This is an optimization exercise on Yosys and OpenROAD, whose aim is small area, not a production implementation.
Only simulation tests tie the RTL to the original design; equivalence was not proved.
Power figures rest on the tool's default switching activity, not on a simulated workload.

==> flow/design.v <==
package alu_reservation_station_pkg;
    localparam int RS_SIZE       = 8;
    localparam int RS_INDEX_BIT  = 3;
    localparam int ROB_INDEX_BIT = 4;
    localparam int TYPE_BIT      = 5;
    localparam logic [TYPE_BIT-1:0] OP_ADD  = 5'd0;
    localparam logic [TYPE_BIT-1:0] OP_SUB  = 5'd1;
    localparam logic [TYPE_BIT-1:0] OP_XOR  = 5'd2;
    localparam logic [TYPE_BIT-1:0] OP_OR   = 5'd3;
    localparam logic [TYPE_BIT-1:0] OP_AND  = 5'd4;
    localparam logic [TYPE_BIT-1:0] OP_SLL  = 5'd5;
    localparam logic [TYPE_BIT-1:0] OP_SRL  = 5'd6;
    localparam logic [TYPE_BIT-1:0] OP_SRA  = 5'd7;
    localparam logic [TYPE_BIT-1:0] OP_SLT  = 5'd8;
    localparam logic [TYPE_BIT-1:0] OP_SLTU = 5'd9;
    localparam logic [TYPE_BIT-1:0] OP_BEQ  = 5'd10;
    localparam logic [TYPE_BIT-1:0] OP_BNE  = 5'd11;
    localparam logic [TYPE_BIT-1:0] OP_BLT  = 5'd12;
    localparam logic [TYPE_BIT-1:0] OP_BGE  = 5'd13;
    localparam logic [TYPE_BIT-1:0] OP_BLTU = 5'd14;
    localparam logic [TYPE_BIT-1:0] OP_BGEU = 5'd15;
    localparam logic [TYPE_BIT-1:0] OP_JALR = 5'd16;
endpackage
module rs_find_first #(
    parameter int N = 8
) (
    input  logic [N-1:0] vec,
    output logic [N-1:0] onehot
);
    assign onehot = vec & ~(vec - 1'b1);
endmodule
import alu_reservation_station_pkg::*;
module rs_snoop (
    input  logic                     pend,
    input  logic [ROB_INDEX_BIT-1:0] q,
    input  logic                     a_rdy,
    input  logic [ROB_INDEX_BIT-1:0] a_id,
    input  logic                     l_rdy,
    input  logic [ROB_INDEX_BIT-1:0] l_id,
    output logic                     hit_a,
    output logic                     hit_l
);
    assign hit_a = pend & a_rdy & (q == a_id);
    assign hit_l = pend & l_rdy & (q == l_id);
endmodule
import alu_reservation_station_pkg::*;
module alu_reservation_station (
    input  logic                     clk_in,
    input  logic                     rst_in,
    input  logic                     rdy_in,
    input  logic                     clear_in,
    input  logic                     issue_valid,
    input  logic [TYPE_BIT-1:0]      issue_type,
    input  logic [31:0]              issue_vj,
    input  logic [31:0]              issue_vk,
    input  logic                     issue_has_qj,
    input  logic                     issue_has_qk,
    input  logic [ROB_INDEX_BIT-1:0] issue_qj,
    input  logic [ROB_INDEX_BIT-1:0] issue_qk,
    input  logic [ROB_INDEX_BIT-1:0] issue_rob_id,
    output logic                     full_out,
    input  logic                     cdb_alu_ready,
    input  logic [ROB_INDEX_BIT-1:0] cdb_alu_rob_id,
    input  logic [31:0]              cdb_alu_value,
    input  logic                     cdb_lsb_ready,
    input  logic [ROB_INDEX_BIT-1:0] cdb_lsb_rob_id,
    input  logic [31:0]              cdb_lsb_value,
    output logic                     alu_req,
    output logic [TYPE_BIT-1:0]      alu_type,
    output logic [31:0]              alu_r1,
    output logic [31:0]              alu_r2,
    output logic [ROB_INDEX_BIT-1:0] alu_rob_id
);
    localparam int QB = ROB_INDEX_BIT;
    logic [RS_SIZE-1:0][TYPE_BIT-1:0] ent_op;
    logic [RS_SIZE-1:0][QB-1:0]       ent_rob_id;
    logic [RS_SIZE-1:0][31:0]         ent_vj;
    logic [RS_SIZE-1:0][31:0]         ent_vk;
    logic [RS_SIZE-1:0]               ent_pj;
    logic [RS_SIZE-1:0]               ent_pk;
    logic [RS_SIZE-1:0]               valid_q;
    logic [RS_SIZE-1:0]               sel_q;
    logic [RS_SIZE-1:0] ready_vec;
    logic [RS_SIZE-1:0] pick;
    logic [RS_SIZE-1:0] free_oh;
    logic [RS_SIZE-1:0] alloc;
    logic               go;
    assign go        = rdy_in & ~clear_in;
    assign full_out  = &valid_q;
    assign ready_vec = valid_q & ~ent_pj & ~ent_pk;
    rs_find_first #(.N(RS_SIZE)) u_free (.vec(~valid_q),  .onehot(free_oh));
    rs_find_first #(.N(RS_SIZE)) u_sel  (.vec(ready_vec), .onehot(pick));
    assign alloc = free_oh & {RS_SIZE{rdy_in & issue_valid}};
    logic nj_a, nj_l, nk_a, nk_l;
    logic [31:0] new_vj, new_vk;
    logic        new_pj, new_pk;
    assign new_pj = issue_has_qj & ~nj_a & ~nj_l;
    assign new_pk = issue_has_qk & ~nk_a & ~nk_l;
    rs_snoop u_new_j (.pend(issue_has_qj), .q(issue_qj),
                      .a_rdy(cdb_alu_ready), .a_id(cdb_alu_rob_id),
                      .l_rdy(cdb_lsb_ready), .l_id(cdb_lsb_rob_id),
                      .hit_a(nj_a), .hit_l(nj_l));
    rs_snoop u_new_k (.pend(issue_has_qk), .q(issue_qk),
                      .a_rdy(cdb_alu_ready), .a_id(cdb_alu_rob_id),
                      .l_rdy(cdb_lsb_ready), .l_id(cdb_lsb_rob_id),
                      .hit_a(nk_a), .hit_l(nk_l));
    assign new_vj = nj_a ? cdb_alu_value : nj_l ? cdb_lsb_value :
                    issue_has_qj ? {{(32-QB){1'b0}}, issue_qj} : issue_vj;
    assign new_vk = nk_a ? cdb_alu_value : nk_l ? cdb_lsb_value :
                    issue_has_qk ? {{(32-QB){1'b0}}, issue_qk} : issue_vk;
    for (genvar i = 0; i < RS_SIZE; i++) begin : g_ent
        logic ja, jl, ka, kl;
        rs_snoop u_j (.pend(ent_pj[i]), .q(ent_vj[i][QB-1:0]),
                      .a_rdy(cdb_alu_ready), .a_id(cdb_alu_rob_id),
                      .l_rdy(cdb_lsb_ready), .l_id(cdb_lsb_rob_id),
                      .hit_a(ja), .hit_l(jl));
        rs_snoop u_k (.pend(ent_pk[i]), .q(ent_vk[i][QB-1:0]),
                      .a_rdy(cdb_alu_ready), .a_id(cdb_alu_rob_id),
                      .l_rdy(cdb_lsb_ready), .l_id(cdb_lsb_rob_id),
                      .hit_a(ka), .hit_l(kl));
        logic jn, jw_a, jw_l, jh, kn, kw_a, kw_l, kh;
        assign jn   = alloc[i];
        assign jw_a = ~alloc[i] & rdy_in & ja;
        assign jw_l = ~alloc[i] & rdy_in & ~ja & jl;
        assign jh   = ~jn & ~jw_a & ~jw_l;
        assign kn   = alloc[i];
        assign kw_a = ~alloc[i] & rdy_in & ka;
        assign kw_l = ~alloc[i] & rdy_in & ~ka & kl;
        assign kh   = ~kn & ~kw_a & ~kw_l;
        always_ff @(posedge clk_in) begin
            ent_op[i]     <= (ent_op[i] & {TYPE_BIT{~jn}}) | (issue_type & {TYPE_BIT{jn}});
            ent_rob_id[i] <= (ent_rob_id[i] & {QB{~jn}}) | (issue_rob_id & {QB{jn}});
            ent_vj[i]     <= (ent_vj[i] & {32{jh}}) | (new_vj & {32{jn}}) |
                             (cdb_alu_value & {32{jw_a}}) | (cdb_lsb_value & {32{jw_l}});
            ent_vk[i]     <= (ent_vk[i] & {32{kh}}) | (new_vk & {32{kn}}) |
                             (cdb_alu_value & {32{kw_a}}) | (cdb_lsb_value & {32{kw_l}});
            ent_pj[i]     <= (ent_pj[i] & jh) | (new_pj & jn);
            ent_pk[i]     <= (ent_pk[i] & kh) | (new_pk & kn);
        end
    end
    always_ff @(posedge clk_in or posedge rst_in) begin
        if (rst_in) begin
            valid_q <= '0;
            alu_req <= 1'b0;
        end else if (rdy_in) begin
            if (clear_in) begin
                valid_q <= '0;
                alu_req <= 1'b0;
            end else begin
                valid_q <= (valid_q & ~pick) | alloc;
                alu_req <= |ready_vec;
            end
        end
    end
    always_ff @(posedge clk_in) begin
        sel_q <= (sel_q & {RS_SIZE{~rdy_in}}) | (pick & {RS_SIZE{rdy_in}});
    end
    always_comb begin
        alu_type   = '0;
        alu_rob_id = '0;
        alu_r1     = '0;
        alu_r2     = '0;
        for (int i = 0; i < RS_SIZE; i++) begin
            alu_type   = alu_type   | (ent_op[i]     & {TYPE_BIT{sel_q[i]}});
            alu_rob_id = alu_rob_id | (ent_rob_id[i] & {QB{sel_q[i]}});
            alu_r1     = alu_r1     | (ent_vj[i]     & {32{sel_q[i]}});
            alu_r2     = alu_r2     | (ent_vk[i]     & {32{sel_q[i]}});
        end
    end
endmodule
clock: 4.0 ns
lec_check: 0
cap_margin: 20
core_margin: 2
core_utilization: 40
slew_margin: 20
run.sh (not shown) runs the stock make flow with config.mk's settings and CLKGATE_MAP_FILE= SYNTH_SCRIPT=/design/flow/synth_recipe.tcl, a recipe that flattens the netlist after the stock synthesis.
Edit:
==> flow/flow/run.sh (new file) <==
#!/bin/bash
# Standard layout, with smaller port buffers and no CTS dummy loads.
set -euo pipefail
cd "$(dirname "$0")/.."
bash standard.sh synth > synth.log 2>&1
export BUFFER_PORTS_ARGS="-buffer_cell sky130_fd_sc_hd__buf_1"
export CTS_ARGS="-sink_clustering_enable -repair_clock_nets -dont_use_dummy_load -buf_list sky130_fd_sc_hd__clkbuf_8"
bash standard.sh > layout.log 2>&1
==> flow/standard.sh (new file) <==
#!/bin/bash
# synth_recipe.tcl (not shown) runs the flow's synth.tcl, then flattens the netlist and writes it again
# the make line also repeats each setting of config.mk as NAME=value (left out here)
make -C /OpenROAD-flow-scripts/flow DESIGN_CONFIG=/design/flow/config.mk WORK_HOME=/design/flow/orfs CLKGATE_MAP_FILE= SYNTH_SCRIPT=/design/flow/synth_recipe.tcl "${@:-finish}"
- CAP_MARGIN: 20 -> 0
- SLEW_MARGIN: 20 -> 0
removed: flow/run.sh
After rerunning:
- cell count went down by 0.90%
- clock power goes down by 31%
- hold slack got worse by 390 ps
- count of clock-buffer cells in the layout rose by 8
- power drops by 14%
- combinational power decreases by 11%
- cell area decreases by 6.6%

## cedar
Another version of the RTL of alu_reservation_station (not shown whole).
For scale: roughly 3200 cells after synthesis, ~620 flip-flops, about 30000 sq um of cells after synthesis.
clock: 4.0 ns
lec_check: 0
cap_margin: 0
core_margin: 2
core_utilization: 60
slew_margin: 0
synth_hierarchical: 1
synth_minimum_keep_size: 0
standard.sh (not shown) runs the stock make flow with config.mk's settings and CLKGATE_MAP_FILE= SYNTH_SCRIPT=/design/flow/synth_recipe.tcl, a recipe that flattens the netlist after the stock synthesis.
==> flow/flow/run.sh <==
#!/bin/bash
# Standard layout, with smaller port buffers and no CTS dummy loads.
set -euo pipefail
cd "$(dirname "$0")/.."
bash standard.sh synth > synth.log 2>&1
export BUFFER_PORTS_ARGS="-buffer_cell sky130_fd_sc_hd__buf_1"
export CTS_ARGS="-sink_clustering_enable -repair_clock_nets -dont_use_dummy_load -buf_list sky130_fd_sc_hd__clkbuf_8 -sink_clustering_size 16 -sink_clustering_max_diameter 60"
bash standard.sh > layout.log 2>&1
Final checks on cedar, whose flow otherwise completed, came back failing, citing capacitance limit, slew limit.
[inputs] sierra vs cedar
-- flow/config.mk --
<<< cedar, line 10
export CORE_UTILIZATION = 60
>>> sierra, line 10
export CORE_UTILIZATION = 45
==> summary.txt <==
From cedar to sierra the numbers moved as follows: sequential cell count comparable; share of total power in sequential cells now smaller; chip width now larger. Each of sierra and cedar falls short of a clean finish. Although it ran to completion, cedar produced a layout that fails the final checks because of capacitance limit, slew limit. Status sierra: flow complete, layout not clean - capacitance limit, setup timing. Going from cedar to sierra, minimum period implied by the final worst setup slack up 0.53 ns; fmax down 13%; power up 1.6%.
#### Input delta (violet over sierra)
-- flow/flow/run.sh --
<<< sierra, line 7
export CTS_ARGS="-sink_clustering_enable -repair_clock_nets -dont_use_dummy_load -buf_list sky130_fd_sc_hd__clkbuf_8 -sink_clustering_size 16 -sink_clustering_max_diameter 60"
>>> violet, line 7
export CTS_ARGS="-sink_clustering_enable -repair_clock_nets -dont_use_dummy_load -buf_list sky130_fd_sc_hd__clkbuf_4 -sink_clustering_size 24"
-- flow/config.mk --
<<< sierra, line 8
export CAP_MARGIN = 0
>>> violet, line 8
export CAP_MARGIN = 20
<<< sierra, line 10
export CORE_UTILIZATION = 45
export SLEW_MARGIN = 0
>>> violet, line 10
export CORE_UTILIZATION = 40
export SETUP_SLACK_MARGIN = 0.1
export SLEW_MARGIN = 20
Findings:
- violet went all the way through synthesis, placement and routing and the layout is clean on timing, DRC and antenna.
- Where setup slack after layout is concerned, sierra is outperformed by violet.
- Multi-input combinational cell area of violet exceeds that of sierra slightly.
- Relative to sierra, wire length on met2 has gone down in violet.
- Taking sierra as the reference, in violet first-pass iteration count of the detailed router decreased by 2 relative to the old numbers; met2 usage in global routing decreased by 7.1 points relative to the old numbers; share of final layout cell area taken by clock buffers and inverters increased by 1.4 points relative to the old numbers; mean routed wirelength per cell decreased by 4.3% relative to the old numbers; routed wire length increased by 1.2 mm relative to the old numbers.
- Relative to sierra, the met1 wire length of violet is higher by about 1.8%.
- Relative to sierra, the number of non-clock buffers of violet is higher by 2.6%.
- Final-layout clock buffer total (sierra / violet): 0.32
- violet vs sierra, last element of the critical path: alu_r1[20] vs alu_r2[1]
### violet -> nickel
-- flow/flow/run.sh --
<<< violet, line 7
export CTS_ARGS="-sink_clustering_enable -repair_clock_nets -dont_use_dummy_load -buf_list sky130_fd_sc_hd__clkbuf_4 -sink_clustering_size 24"
>>> nickel, line 7
export CTS_ARGS="-sink_clustering_enable -repair_clock_nets -dont_use_dummy_load -buf_list sky130_fd_sc_hd__clkbuf_8 -sink_clustering_size 16 -sink_clustering_max_diameter 60"
==> comparison <==
In terms of fill cell total of the finished layout, nickel and violet differ only marginally. The run with more routed wire is violet, not nickel. Going from violet to nickel, power density relative to cell area lost 4.7%, number of buffers inserted for hold repair after clock tree synthesis now smaller. Looking only at clock transition at the registers of the reported paths, and setting everything else aside, the higher value of violet and nickel goes to nickel.

## static timing again, ports no longer ideal
No port has a modelled driver above. Below, the same layouts with a new extraction and two added sets of constraints. Step 1 sets driving cells, clkbuf_16 on the clock port and buf_2 on the other inputs (assumed; they add their load-dependent delay and slew). Step 2 adds t to the input delays and takes it off the output delays; t is the mean of the earliest and latest rising clock arrival at the registers after step 1. Input paths then give back, and output paths get back, about the clock's delay inside the block. Slacks: ideal ports / drivers / drivers and shift; pairs: ideal ports / drivers.
| run | t (ns) | setup slack, ns | clock arrival spread, ns | cell pins on the clock port's net |
|---|---|---|---|---|
| the first run of note 1 | 0.692 | 0.331 / 0.260 / 0.225 | 0.030 / 0.031 | 1 |
| the second run of note 1 | 0.796 | 0.327 / 0.265 / 0.232 | 0.107 / 0.107 | 1 |
| cedar | 0.740 | 0.517 / 0.455 / 0.087 | 0.095 / 0.095 | 1 |
| sierra | 0.751 | -0.017 / -0.076 / 0.090 | 0.125 / 0.124 | 1 |
| violet | 1.085 | 0.080 / 0.012 / 0.154 | 0.153 / 0.153 | 1 |
| nickel | 0.756 | 0.321 / 0.252 / 0.243 | 0.126 / 0.126 | 1 |
The setup slack of cedar, which loses most, moves by -0.062 ns with the drivers and by -0.430 ns with both steps.
